This is an optimization exercise on Yosys and OpenROAD, whose aim is small area, a short achievable clock period and few clock cycles, not a production implementation.
Function was checked by simulation only, so behaviour that the tests miss may differ from the original.

== middle ==
Design dec_round_key_gen, start of the top module:
module dec_round_key_gen
#(
    parameter int NW_MAX = NW_MAX_DEF,
    parameter int KEY_W  = KEY_W_DEF
) (
    input  logic             i_Clk,
    input  logic             i_Rst,
    input  logic             i_Start,
    input  logic [KEY_W-1:0] i_Key,
    input  logic [1:0]       i_Key_Mode,
    input  logic             i_Round_Ready,
    output logic [127:0]     o_Round_Key,
    output logic             o_Round_Valid,
    output logic [3:0]       o_Round_Idx,
    output logic             o_Last,
    output logic             o_Busy
);
For scale: about 2800 cells after synthesis.
clock: 32.0 ns
lec_check: 0
cap_margin: 20
core_margin: 2
core_utilization: 50
cts_cluster_diameter: 100
cts_cluster_size: 20
setup_slack_margin: 2.0
slew_margin: 20
standard.sh (not shown) runs the stock make flow with config.mk's settings and CLKGATE_MAP_FILE= SYNTH_SCRIPT=/design/flow/synth_recipe.tcl, a recipe that flattens the netlist after the stock synthesis.
==> flow/flow/run.sh <==
#!/bin/bash
# Layout flow: the standard ORFS flow (standard.sh) with these changes, set in flow/params.sh:
#  1. Synthesis maps the logic with an area-oriented ABC script (flow/area.abc) in place of
#     ORFS's speed script. Registers are mapped before ABC runs, so they are exactly the
#     standard synthesis's registers, with the same names and cells.
#  2. ORFS's timing repair aims for MARGIN ns of setup slack at the design's clock period,
#     instead of the small default margin.
#  3. Ports are buffered with BUF_CELL (every input and output still gets its own buffer).
# Every tool's output goes to ORFS's per-step logs under orfs/logs, and make's to flow.log.
set -uo pipefail
W=$PWD
source flow/params.sh
{
  echo "proc abc {args} { set i [lsearch \$args -script]; if {\$i >= 0} { set args [lreplace \$args \$i [expr {\$i+1}] -script $W/flow/area.abc] }; yosys abc {*}\$args }"
  cat synth_recipe.tcl
} > my_synth.tcl
sed -e "s#SYNTH_SCRIPT=[^ ]*#SYNTH_SCRIPT=$W/my_synth.tcl#" \
    -e "s#SETUP_SLACK_MARGIN=[^ ]*#SETUP_SLACK_MARGIN=$MARGIN#" standard.sh > my_standard.sh
export BUFFER_PORTS_ARGS="-buffer_cell $BUF_CELL"
bash my_standard.sh > flow.log 2>&1
==> flow/flow/area.abc <==
strash
&get -n
&dch -f
&nf -R 1000
&put
==> flow/flow/params.sh <==
MARGIN=24.3
BUF_CELL=sky130_fd_sc_hd__buf_1
middle closes out successfully: all stages finished, all timing, DRC and antenna checks passed.
Testbench counts of middle, summed over its fixed seeds: cycles 5,064.
diff inputs: middle => west
--- a/flow/design.v
+++ b/flow/design.v
@@ -99,16 +99,16 @@
     typedef struct packed {
         logic       sh2;     
         logic [2:0] off;     
         logic       j0;      
         logic       j2;      
         logic [3:0] g;       
         logic       rot;     
-        logic [3:0] rci;     
-        logic [4:0] sin;     
+        logic [7:0] rc;      
+        logic [3:0] sin;     
     } ctrl_t;
     function automatic logic [7:0] rcon(input logic [3:0] idx);
         case (idx)
             4'd1:    rcon = 8'h01;
             4'd2:    rcon = 8'h02;
             4'd3:    rcon = 8'h04;
             4'd4:    rcon = 8'h08;
@@ -148,46 +148,46 @@
                     default: ;
                 endcase
             end else begin
                 c.j0  = 1'b1;
                 idx   = r + 4'd1;
                 c.off = 3'b100;
             end
-            c.sin = (c.j2 && !c.sh2) ? 5'b01000 : 5'b10000;
+            c.sin = (c.j2 && !c.sh2) ? 4'b1110 : 4'b1000;
             c.g   = {c.j0 | c.j2, c.j0 | c.j2, c.j0, c.j0};
         end else begin
             if (nk8) begin
                 c.j0  = 1'b1;
                 c.rot = !r[0];
                 idx   = r >> 1;
                 c.off = 3'b100;
-                c.sin = 5'b00010;
+                c.sin = 4'b0100;
             end else if (nk6) begin
                 c.off = 3'b010;
                 case (r)
                     4'd2:  begin c.j0 = 1'b1; idx = 4'd1; end
                     4'd3:  begin c.j2 = 1'b1; idx = 4'd2; end
                     4'd5:  begin c.j0 = 1'b1; idx = 4'd3; end
                     4'd6:  begin c.j2 = 1'b1; idx = 4'd4; end
                     4'd8:  begin c.j0 = 1'b1; idx = 4'd5; end
                     4'd9:  begin c.j2 = 1'b1; idx = 4'd6; end
                     4'd11: begin c.j0 = 1'b1; idx = 4'd7; end
                     4'd12: begin c.j2 = 1'b1; idx = 4'd8; end
                     default: ;
                 endcase
-                c.sin = c.j2 ? 5'b00010 : 5'b00001;
+                c.sin = c.j2 ? 4'b0100 : 4'b0001;
             end else begin
                 c.j0  = 1'b1;
                 idx   = r - 4'd1;
                 c.off = 3'b001;
-                c.sin = 5'b00100;
+                c.sin = 4'b0110;
             end
             c.g = {1'b0, c.j2, 1'b0, c.j0};
         end
-        c.rci = c.rot ? idx : 4'd0;
+        c.rc = c.rot ? rcon(idx) : 8'h00;
         step_ctrl = c;
     endfunction
     logic [31:0] r_W [8];
     logic        r_Nk6;          
     logic        r_Nk8;          
     logic [3:0]  r_Rnd;          
     ctrl_t       r_C;            
@@ -202,39 +202,32 @@
     logic        w_Adv;          
     logic [3:0]  w_EndRnd;
     logic        w_FwdLast;
     logic [3:0]  w_RndNext;
     logic        w_BwdNext;
     ctrl_t       w_CFirst;
     ctrl_t       w_CNext;
-    logic [31:0] w_X32;
-    logic [31:0] w_X327;
     logic [31:0] w_SubIn;
     logic [31:0] w_SubOut;
     logic [31:0] w_T;
     logic [31:0] w_P [4];
     logic [31:0] w_A [4];
     logic [31:0] w_Y [4];
-    logic [7:0]  w_Rc;
     logic [31:0] w_Rc0;
     logic [31:0] w_Rc2;
     assign w_Fwd     = r_Busy && !r_Valid;
     assign w_Adv     = !r_Valid || i_Round_Ready;
     assign w_EndRnd  = r_Nk8 ? NR_256 : r_Nk6 ? NR_192 : NR_128;
     assign w_FwdLast = (r_Rnd == w_EndRnd - 4'd1);
-    assign w_X32  = r_W[3] ^ r_W[2];
-    assign w_X327 = w_X32 ^ r_W[7];
-    assign w_SubIn = ({32{r_C.sin[4]}} & r_W[7]) | ({32{r_C.sin[3]}} & w_X327) |
-                     ({32{r_C.sin[2]}} & w_X32)  | ({32{r_C.sin[1]}} & r_W[3]) |
-                     ({32{r_C.sin[0]}} & r_W[1]);
+    assign w_SubIn = ({32{r_C.sin[3]}} & r_W[7]) ^ ({32{r_C.sin[2]}} & r_W[3]) ^
+                     ({32{r_C.sin[1]}} & r_W[2]) ^ ({32{r_C.sin[0]}} & r_W[1]);
     dec_key_word_step u_sub (.i_Word(w_SubIn), .o_Word(w_SubOut));
     assign w_T = r_C.rot ? {w_SubOut[23:0], w_SubOut[31:24]} : w_SubOut;
-    assign w_Rc  = rcon(r_C.rci);
-    assign w_Rc0 = {r_C.j0 ? w_Rc : 8'h00, 24'h000000};
-    assign w_Rc2 = {r_C.j2 ? w_Rc : 8'h00, 24'h000000};
+    assign w_Rc0 = {r_C.j0 ? r_C.rc : 8'h00, 24'h000000};
+    assign w_Rc2 = {r_C.j2 ? r_C.rc : 8'h00, 24'h000000};
     always_comb begin
         for (int j = 0; j < 4; j++)
             w_P[j] = ({32{r_C.off[0]}} & r_W[j]) | ({32{r_C.off[1]}} & r_W[j+2]) |
                      ({32{r_C.off[2]}} & r_W[j+4]);
         w_A[0] = w_P[0] ^ w_Rc0 ^ (r_C.j0 ? 32'h0 : (r_Valid ? r_W[1] : r_W[7]));
         w_A[1] = w_P[1] ^ (r_Valid ? w_P[0] : w_A[0]);
         w_A[2] = w_P[2] ^ w_Rc2 ^ (r_C.j2 ? 32'h0 : (r_Valid ? w_P[1] : w_A[1]));
Notes after the runs:
Die area: west higher than middle. The higher post-synth design cell area of middle and west is in west. Wire length, middle and west, lower one = west. Status: maximum operating frequency parity (west, middle). Row non-clock buffer count: west lower / middle higher. Where first-pass GRT wire length is concerned, middle is outperformed by west. Width of the die delta for west relative to middle: 0.61% higher. Looking only at share of cells above drive strength 1, and setting everything else aside, the higher value of middle and west goes to west. Looking at area fraction in compound gates after synthesis, west sits 2.4 points lower than middle does.
Testbench counts of west, summed over its fixed seeds: cycles 5,064.

==> static timing again, ports no longer ideal <==
No port has a modelled driver above. Below, the same layouts with a new extraction and two added sets of constraints.
Step 1: set_driving_cell puts a clkbuf_16 on i_Clk and a buf_2 on each other input, an assumption about the parent block.
Step 2 adds t to the input delays and takes it off the output delays; t is the mean of the earliest and latest rising clock arrival at the registers after step 1. Input paths then give back, and output paths get back, about the clock's delay inside the block.
Three values: ideal ports, drivers, drivers and shift; two values: the first two.
run | t (ns) | setup slack, ns | worst data-port slew with drivers (ns)
middle | 0.604 | 24.303 / 24.237 / 23.823 | 0.10
west | 0.614 | 24.315 / 24.249 / 23.838 | 0.11
After both steps every run listed still meets setup and hold. The setup slack of middle, which loses most, moves by -0.066 ns with the drivers and by -0.480 ns with both steps.
